This design comes from an exercise in tuning for small area on the open sky130 flow, not from production work. Only simulation tests tie the RTL to the original design; equivalence was not proved. Power and IR drop assume default switching activity.

==> v26: inputs <==
==> flow/design.v <==
package calc1_pkg;
  localparam int unsigned NUM_CH  = 4;
  localparam int unsigned DATA_W  = 32;
  localparam int unsigned CMD_W   = 4;
  localparam int unsigned RESP_W  = 2;
  localparam int unsigned SHAMT_W = 5;
  localparam logic [CMD_W-1:0] CMD_NOP = 4'd0;
  localparam logic [CMD_W-1:0] CMD_ADD = 4'd1;
  localparam logic [CMD_W-1:0] CMD_SUB = 4'd2;
  localparam logic [CMD_W-1:0] CMD_SHL = 4'd5;
  localparam logic [CMD_W-1:0] CMD_SHR = 4'd6;
  localparam logic [RESP_W-1:0] RESP_NONE    = 2'd0;
  localparam logic [RESP_W-1:0] RESP_OK      = 2'd1;
  localparam logic [RESP_W-1:0] RESP_ERR     = 2'd2;
  localparam logic [RESP_W-1:0] RESP_INVALID = 2'd3;
  localparam logic [1:0] ST_IDLE = 2'd0;
  localparam logic [1:0] ST_OP2  = 2'd1;
  localparam logic [1:0] ST_EXEC = 2'd2;
  localparam logic [1:0] ST_SHOW = 2'd3;
endpackage
import calc1_pkg::*;
module calc1_channel (
  input  logic              c_clk,
  input  logic              reset,
  input  logic [CMD_W-1:0]  cmd_i,
  input  logic [DATA_W-1:0] data_i,
  output logic [RESP_W-1:0] resp_o,
  output logic [DATA_W-1:0] data_o
);
  logic [1:0]        st_q;
  logic [2:0]        k_q;      
  logic [DATA_W-1:0] r_q;
  logic [2:0]        k_cmd;
  logic [2:0]        k_res;
  logic [DATA_W-1:0] r_rev;
  logic [DATA_W-1:0] r_d;
  logic [DATA_W-1:0] shl_c;
  logic [DATA_W:0]   sum_c;
  logic              accept;
  logic              sub;
  logic              shift;
  logic              inv;
  always_comb begin
    for (int i = 0; i < DATA_W; i++) r_rev[i] = r_q[DATA_W-1-i];
  end
  always_comb begin
    case (cmd_i)
      CMD_ADD: k_cmd = 3'b000;
      CMD_SUB: k_cmd = 3'b001;
      CMD_SHL: k_cmd = 3'b010;
      CMD_SHR: k_cmd = 3'b110;
      default: k_cmd = 3'b111;
    endcase
  end
  assign accept = st_q[0] == st_q[1];    
  assign inv    = k_q == 3'b111;
  assign sub    = k_q[0];
  assign shift  = k_q[1];
  assign sum_c = {1'b0, r_q} + {1'b0, data_i ^ {DATA_W{sub}}} + {{DATA_W{1'b0}}, sub};
  assign shl_c = r_q << data_i[SHAMT_W-1:0];
  always_comb begin
    if (inv)                k_res = {1'b0, RESP_INVALID};
    else if (shift)         k_res = {k_q[2], RESP_OK};
    else if (sum_c[DATA_W] ^ sub) k_res = {1'b0, RESP_ERR};
    else                    k_res = {1'b0, RESP_OK};
  end
  always_comb begin
    if (accept) begin
      r_d = data_i;
      if (cmd_i == CMD_SHR)
        for (int i = 0; i < DATA_W; i++) r_d[i] = data_i[DATA_W-1-i];
    end else if (st_q == ST_OP2) begin
      r_d = shift ? shl_c : sum_c[DATA_W-1:0];
    end else begin
      r_d = r_q;
    end
  end
  always_ff @(posedge c_clk) begin
    r_q <= r_d;
    if (accept) k_q <= k_cmd;
    else if (st_q == ST_OP2) k_q <= k_res;
  end
  always_ff @(posedge c_clk) begin
    if (!reset) begin
      st_q <= ST_IDLE;
    end else begin
      case (st_q)
        ST_OP2:  st_q <= ST_EXEC;
        ST_EXEC: st_q <= ST_SHOW;
        default: st_q <= (cmd_i != CMD_NOP) ? ST_OP2 : ST_IDLE;
      endcase
    end
  end
  logic show;
  logic ok;
  assign show   = st_q == ST_SHOW;
  assign ok     = show && k_q[1:0] == RESP_OK;
  assign resp_o = show ? k_q[1:0] : RESP_NONE;
  assign data_o = ok ? (k_q[2] ? r_rev : r_q) : '0;
endmodule
module calc1 (
  input  logic        c_clk,
  input  logic        reset,
  input  logic [3:0]  req1_cmd_in,
  input  logic [3:0]  req2_cmd_in,
  input  logic [3:0]  req3_cmd_in,
  input  logic [3:0]  req4_cmd_in,
  input  logic [31:0] req1_data_in,
  input  logic [31:0] req2_data_in,
  input  logic [31:0] req3_data_in,
  input  logic [31:0] req4_data_in,
  output logic [1:0]  out_resp1,
  output logic [1:0]  out_resp2,
  output logic [1:0]  out_resp3,
  output logic [1:0]  out_resp4,
  output logic [31:0] out_data1,
  output logic [31:0] out_data2,
  output logic [31:0] out_data3,
  output logic [31:0] out_data4
);
  calc1_channel u_ch1 (
    .c_clk  (c_clk),
    .reset  (reset),
    .cmd_i  (req1_cmd_in),
    .data_i (req1_data_in),
    .resp_o (out_resp1),
    .data_o (out_data1)
  );
  calc1_channel u_ch2 (
    .c_clk  (c_clk),
    .reset  (reset),
    .cmd_i  (req2_cmd_in),
    .data_i (req2_data_in),
    .resp_o (out_resp2),
    .data_o (out_data2)
  );
  calc1_channel u_ch3 (
    .c_clk  (c_clk),
    .reset  (reset),
    .cmd_i  (req3_cmd_in),
    .data_i (req3_data_in),
    .resp_o (out_resp3),
    .data_o (out_data3)
  );
  calc1_channel u_ch4 (
    .c_clk  (c_clk),
    .reset  (reset),
    .cmd_i  (req4_cmd_in),
    .data_i (req4_data_in),
    .resp_o (out_resp4),
    .data_o (out_data4)
  );
endmodule
==> flow/run.sh <==
#!/bin/bash
# synth_recipe.tcl (not shown) runs the flow's synth.tcl, then flattens the netlist and writes it again
# the make line also repeats each setting of config.mk as NAME=value (left out here)
make -C /OpenROAD-flow-scripts/flow DESIGN_CONFIG=/design/flow/config.mk WORK_HOME=/design/flow/orfs CLKGATE_MAP_FILE= SYNTH_SCRIPT=/design/flow/synth_recipe.tcl finish
==> flow/config.mk <==
export PLATFORM = sky130hd
export DESIGN_NAME = calc1
export DESIGN_NICKNAME = calc1
export VERILOG_FILES = /design/flow/design.v
export SDC_FILE = /design/flow/constraint.sdc
export NUM_CORES = 4
export LEC_CHECK = 0
export CAP_MARGIN = 20
export CORE_MARGIN = 2
export CORE_UTILIZATION = 40
export SLEW_MARGIN = 20
==> flow/constraint.sdc <==
create_clock -name core_clock -period 5.0 [get_ports {c_clk}]
set_input_delay 1.0000 -clock core_clock [delete_from_list [all_inputs] [get_ports {c_clk}]]
set_output_delay 1.0000 -clock core_clock [all_outputs]
set_load 0.01 [all_outputs]
==> v18: changes against v26 <==
==> flow/design.v (replaced) <==
package calc1_pkg;
  localparam int unsigned NUM_CH  = 4;
  localparam int unsigned DATA_W  = 32;
  localparam int unsigned CMD_W   = 4;
  localparam int unsigned RESP_W  = 2;
  localparam int unsigned SHAMT_W = 5;
  localparam logic [CMD_W-1:0] CMD_NOP = 4'd0;
  localparam logic [CMD_W-1:0] CMD_ADD = 4'd1;
  localparam logic [CMD_W-1:0] CMD_SUB = 4'd2;
  localparam logic [CMD_W-1:0] CMD_SHL = 4'd5;
  localparam logic [CMD_W-1:0] CMD_SHR = 4'd6;
  localparam logic [RESP_W-1:0] RESP_NONE    = 2'd0;
  localparam logic [RESP_W-1:0] RESP_OK      = 2'd1;
  localparam logic [RESP_W-1:0] RESP_ERR     = 2'd2;
  localparam logic [RESP_W-1:0] RESP_INVALID = 2'd3;
  typedef enum logic [1:0] {
    ST_IDLE = 2'd0,
    ST_OP2  = 2'd1,
    ST_EXEC = 2'd2
  } state_e;
endpackage
import calc1_pkg::*;
module calc1_channel (
  input  logic              c_clk,
  input  logic              reset,
  input  logic [CMD_W-1:0]  cmd_i,
  input  logic [DATA_W-1:0] data_i,
  output logic [RESP_W-1:0] resp_o,
  output logic [DATA_W-1:0] data_o
);
  calc1_pkg::state_e  state_q;
  logic [CMD_W-1:0]   cmd_q;
  logic [DATA_W-1:0]  op1_q;
  logic [DATA_W-1:0]  op2_q;
  logic [RESP_W-1:0]  resp_q;
  logic [DATA_W-1:0]  data_q;
  logic [RESP_W-1:0]  resp_d;
  logic [DATA_W-1:0]  data_d;
  logic [DATA_W:0]    sum_c;
  always_comb begin
    resp_d = RESP_INVALID;
    data_d = '0;
    sum_c  = {1'b0, op1_q} + {1'b0, op2_q};
    case (cmd_q)
      CMD_ADD: begin
        if (sum_c[DATA_W]) begin
          resp_d = RESP_ERR;
        end else begin
          resp_d = RESP_OK;
          data_d = sum_c[DATA_W-1:0];
        end
      end
      CMD_SUB: begin
        if (op2_q > op1_q) begin
          resp_d = RESP_ERR;
        end else begin
          resp_d = RESP_OK;
          data_d = op1_q - op2_q;
        end
      end
      CMD_SHL: begin
        resp_d = RESP_OK;
        data_d = op1_q << op2_q[SHAMT_W-1:0];
      end
      CMD_SHR: begin
        resp_d = RESP_OK;
        data_d = op1_q >> op2_q[SHAMT_W-1:0];
      end
      default: begin
        resp_d = RESP_INVALID;
        data_d = '0;
      end
    endcase
  end
  always_ff @(posedge c_clk) begin
    if (!reset) begin
      state_q <= ST_IDLE;
      cmd_q   <= CMD_NOP;
      op1_q   <= '0;
      op2_q   <= '0;
      resp_q  <= RESP_NONE;
      data_q  <= '0;
    end else begin
      resp_q <= RESP_NONE;
      data_q <= '0;
      case (state_q)
        ST_IDLE: begin
          if (cmd_i != CMD_NOP) begin
            cmd_q   <= cmd_i;
            op1_q   <= data_i;
            state_q <= ST_OP2;
          end
        end
        ST_OP2: begin
          op2_q   <= data_i;
          state_q <= ST_EXEC;
        end
        ST_EXEC: begin
          resp_q  <= resp_d;
          data_q  <= data_d;
          state_q <= ST_IDLE;
        end
        default: state_q <= ST_IDLE;
      endcase
    end
  end
  assign resp_o = resp_q;
  assign data_o = data_q;
endmodule
module calc1 (
  input  logic        c_clk,
  input  logic        reset,
  input  logic [3:0]  req1_cmd_in,
  input  logic [3:0]  req2_cmd_in,
  input  logic [3:0]  req3_cmd_in,
  input  logic [3:0]  req4_cmd_in,
  input  logic [31:0] req1_data_in,
  input  logic [31:0] req2_data_in,
  input  logic [31:0] req3_data_in,
  input  logic [31:0] req4_data_in,
  output logic [1:0]  out_resp1,
  output logic [1:0]  out_resp2,
  output logic [1:0]  out_resp3,
  output logic [1:0]  out_resp4,
  output logic [31:0] out_data1,
  output logic [31:0] out_data2,
  output logic [31:0] out_data3,
  output logic [31:0] out_data4
);
  calc1_channel u_ch1 (
    .c_clk  (c_clk),
    .reset  (reset),
    .cmd_i  (req1_cmd_in),
    .data_i (req1_data_in),
    .resp_o (out_resp1),
    .data_o (out_data1)
  );
  calc1_channel u_ch2 (
    .c_clk  (c_clk),
    .reset  (reset),
    .cmd_i  (req2_cmd_in),
    .data_i (req2_data_in),
    .resp_o (out_resp2),
    .data_o (out_data2)
  );
  calc1_channel u_ch3 (
    .c_clk  (c_clk),
    .reset  (reset),
    .cmd_i  (req3_cmd_in),
    .data_i (req3_data_in),
    .resp_o (out_resp3),
    .data_o (out_data3)
  );
  calc1_channel u_ch4 (
    .c_clk  (c_clk),
    .reset  (reset),
    .cmd_i  (req4_cmd_in),
    .data_i (req4_data_in),
    .resp_o (out_resp4),
    .data_o (out_data4)
  );
endmodule
==> v10: changes against v26 <==
==> flow/design.v, changed modules only <==
module calc1_channel (
  input  logic              c_clk,
  input  logic              reset,
  input  logic [CMD_W-1:0]  cmd_i,
  input  logic [DATA_W-1:0] data_i,
  output logic [RESP_W-1:0] resp_o,
  output logic [DATA_W-1:0] data_o
);
  logic [1:0]        st_q;
  logic [2:0]        k_q;      
  logic [DATA_W-1:0] r_q;
  logic [2:0]        k_cmd;
  logic [2:0]        k_res;
  logic [DATA_W-1:0] r_rev;
  logic [DATA_W-1:0] r_d;
  logic [DATA_W-1:0] shl_c;
  logic [DATA_W:0]   sum_c;
  logic              accept;
  logic              sub;
  logic              shift;
  logic              inv;
  always_comb begin
    for (int i = 0; i < DATA_W; i++) r_rev[i] = r_q[DATA_W-1-i];
  end
  always_comb begin
    case (cmd_i)
      CMD_ADD: k_cmd = 3'b000;
      CMD_SUB: k_cmd = 3'b001;
      CMD_SHL: k_cmd = 3'b010;
      CMD_SHR: k_cmd = 3'b110;
      default: k_cmd = 3'b111;
    endcase
  end
  assign accept = st_q[0] == st_q[1];    
  assign inv    = k_q == 3'b111;
  assign sub    = k_q[0];
  assign shift  = k_q[1];
  logic [DATA_W-1:0] bx;
  logic [DATA_W-1:0] pp;
  logic [DATA_W-1:0] gg;
  logic [DATA_W-1:0] pg;
  always_comb begin
    bx = data_i ^ {DATA_W{sub}};
    pp = r_q ^ bx;
    gg = r_q & bx;
    gg[0] = gg[0] | (pp[0] & sub);
    pg = pp;
    for (int d = 1; d < DATA_W; d = d * 2)
      for (int i = 2 * d - 1; i < DATA_W; i = i + 2 * d) begin
        gg[i] = gg[i] | (pg[i] & gg[i-d]);
        pg[i] = pg[i] & pg[i-d];
      end
    for (int d = DATA_W / 4; d >= 1; d = d / 2)
      for (int i = 3 * d - 1; i < DATA_W; i = i + 2 * d) begin
        gg[i] = gg[i] | (pg[i] & gg[i-d]);
        pg[i] = pg[i] & pg[i-d];
      end
    sum_c[0] = pp[0] ^ sub;
    for (int i = 1; i < DATA_W; i++) sum_c[i] = pp[i] ^ gg[i-1];
    sum_c[DATA_W] = gg[DATA_W-1];
  end
  assign shl_c = r_q << data_i[SHAMT_W-1:0];
  always_comb begin
    if (inv)                k_res = {1'b0, RESP_INVALID};
    else if (shift)         k_res = {k_q[2], RESP_OK};
    else if (sum_c[DATA_W] ^ sub) k_res = {1'b0, RESP_ERR};
    else                    k_res = {1'b0, RESP_OK};
  end
  logic              sel_in;
  logic              sel_inr;
  logic              sel_sum;
  logic              sel_shl;
  logic              sel_hold;
  logic [DATA_W-1:0] d_rev;
  always_comb begin
    for (int i = 0; i < DATA_W; i++) d_rev[i] = data_i[DATA_W-1-i];
  end
  assign sel_in   = accept && cmd_i != CMD_SHR;
  assign sel_inr  = accept && cmd_i == CMD_SHR;
  assign sel_sum  = st_q == ST_OP2 && !shift;
  assign sel_shl  = st_q == ST_OP2 && shift;
  assign sel_hold = st_q == ST_EXEC;
  assign r_d = ({DATA_W{sel_in}} & data_i) | ({DATA_W{sel_inr}} & d_rev) |
               ({DATA_W{sel_sum}} & sum_c[DATA_W-1:0]) | ({DATA_W{sel_shl}} & shl_c) |
               ({DATA_W{sel_hold}} & r_q);
  always_ff @(posedge c_clk) begin
    r_q <= r_d;
    if (accept) k_q <= k_cmd;
    else if (st_q == ST_OP2) k_q <= k_res;
  end
  always_ff @(posedge c_clk) begin
    if (!reset) begin
      st_q <= ST_IDLE;
    end else begin
      case (st_q)
        ST_OP2:  st_q <= ST_EXEC;
        ST_EXEC: st_q <= ST_SHOW;
        default: st_q <= (cmd_i != CMD_NOP) ? ST_OP2 : ST_IDLE;
      endcase
    end
  end
  logic show;
  logic ok;
  assign show   = st_q == ST_SHOW;
  assign ok     = show && k_q[1:0] == RESP_OK;
  assign resp_o = show ? k_q[1:0] : RESP_NONE;
  assign data_o = ok ? (k_q[2] ? r_rev : r_q) : '0;
endmodule
==> run notes <==
* Die Wd at ~330 µm
* Kind of critical path: reg -> reg
* Post-synthesis simple-gate area fraction at 0.1951
* Status: no timing/DRC/antenna violations
Source of the figures above: v18

==> run notes <==
* Kind of critical path: in -> reg
* Die Wd at 250.1 µm
* GRT Util Overall at 0.2885
* Switching pwr at about 11000 µW
* Clock buffer depth at 2
* Status: no timing/DRC/antenna violations
* Commonest non-fill, non-tap cell in the layout: nand2_1
Source of the figures above: v26

==> run notes <==
* Kind of critical path: in -> reg
* Post-synthesis simple-gate area fraction at 0.1457
* Status: no timing/DRC/antenna violations
* Die Wd at 232.9 µm
Source of the figures above: v10

-- re-timing with driven ports --
The flow's constraints put no driver on any port. The routed layouts listed below were extracted and timed again, unchanged, in two steps.
Step 1 (the two cells are an assumption about what drives the block):
set clk [get_ports {c_clk}]
set_driving_cell -lib_cell sky130_fd_sc_hd__clkbuf_16 $clk
set_driving_cell -lib_cell sky130_fd_sc_hd__buf_2 [delete_from_list [all_inputs] $clk]
Step 2 times the ports against the registers' clock, not the clock port: input delays grow and output delays shrink by t, the midpoint of the rising clock arrivals with the driver on.
Three values: ideal ports, drivers, drivers and shift; two values: the first two.
run	shift t [ns]	setup slack, ns	worst register clock-pin slew, ns	worst slew at a driven data input, ns	pins driven straight from the clock port
v26	0.546	0.832 / 0.814 / 0.317	0.07 / 0.07	0.12	1
v18	0.738	0.513 / 0.513 / 0.513	0.07 / 0.07	0.18	1
v10	0.547	0.625 / 0.636 / 0.103	0.07 / 0.07	0.08	1
After both steps setup and hold are still met in every run listed. For v10, which loses most, drivers alone change the setup slack by +0.011 ns; drivers and shift together by -0.522 ns.
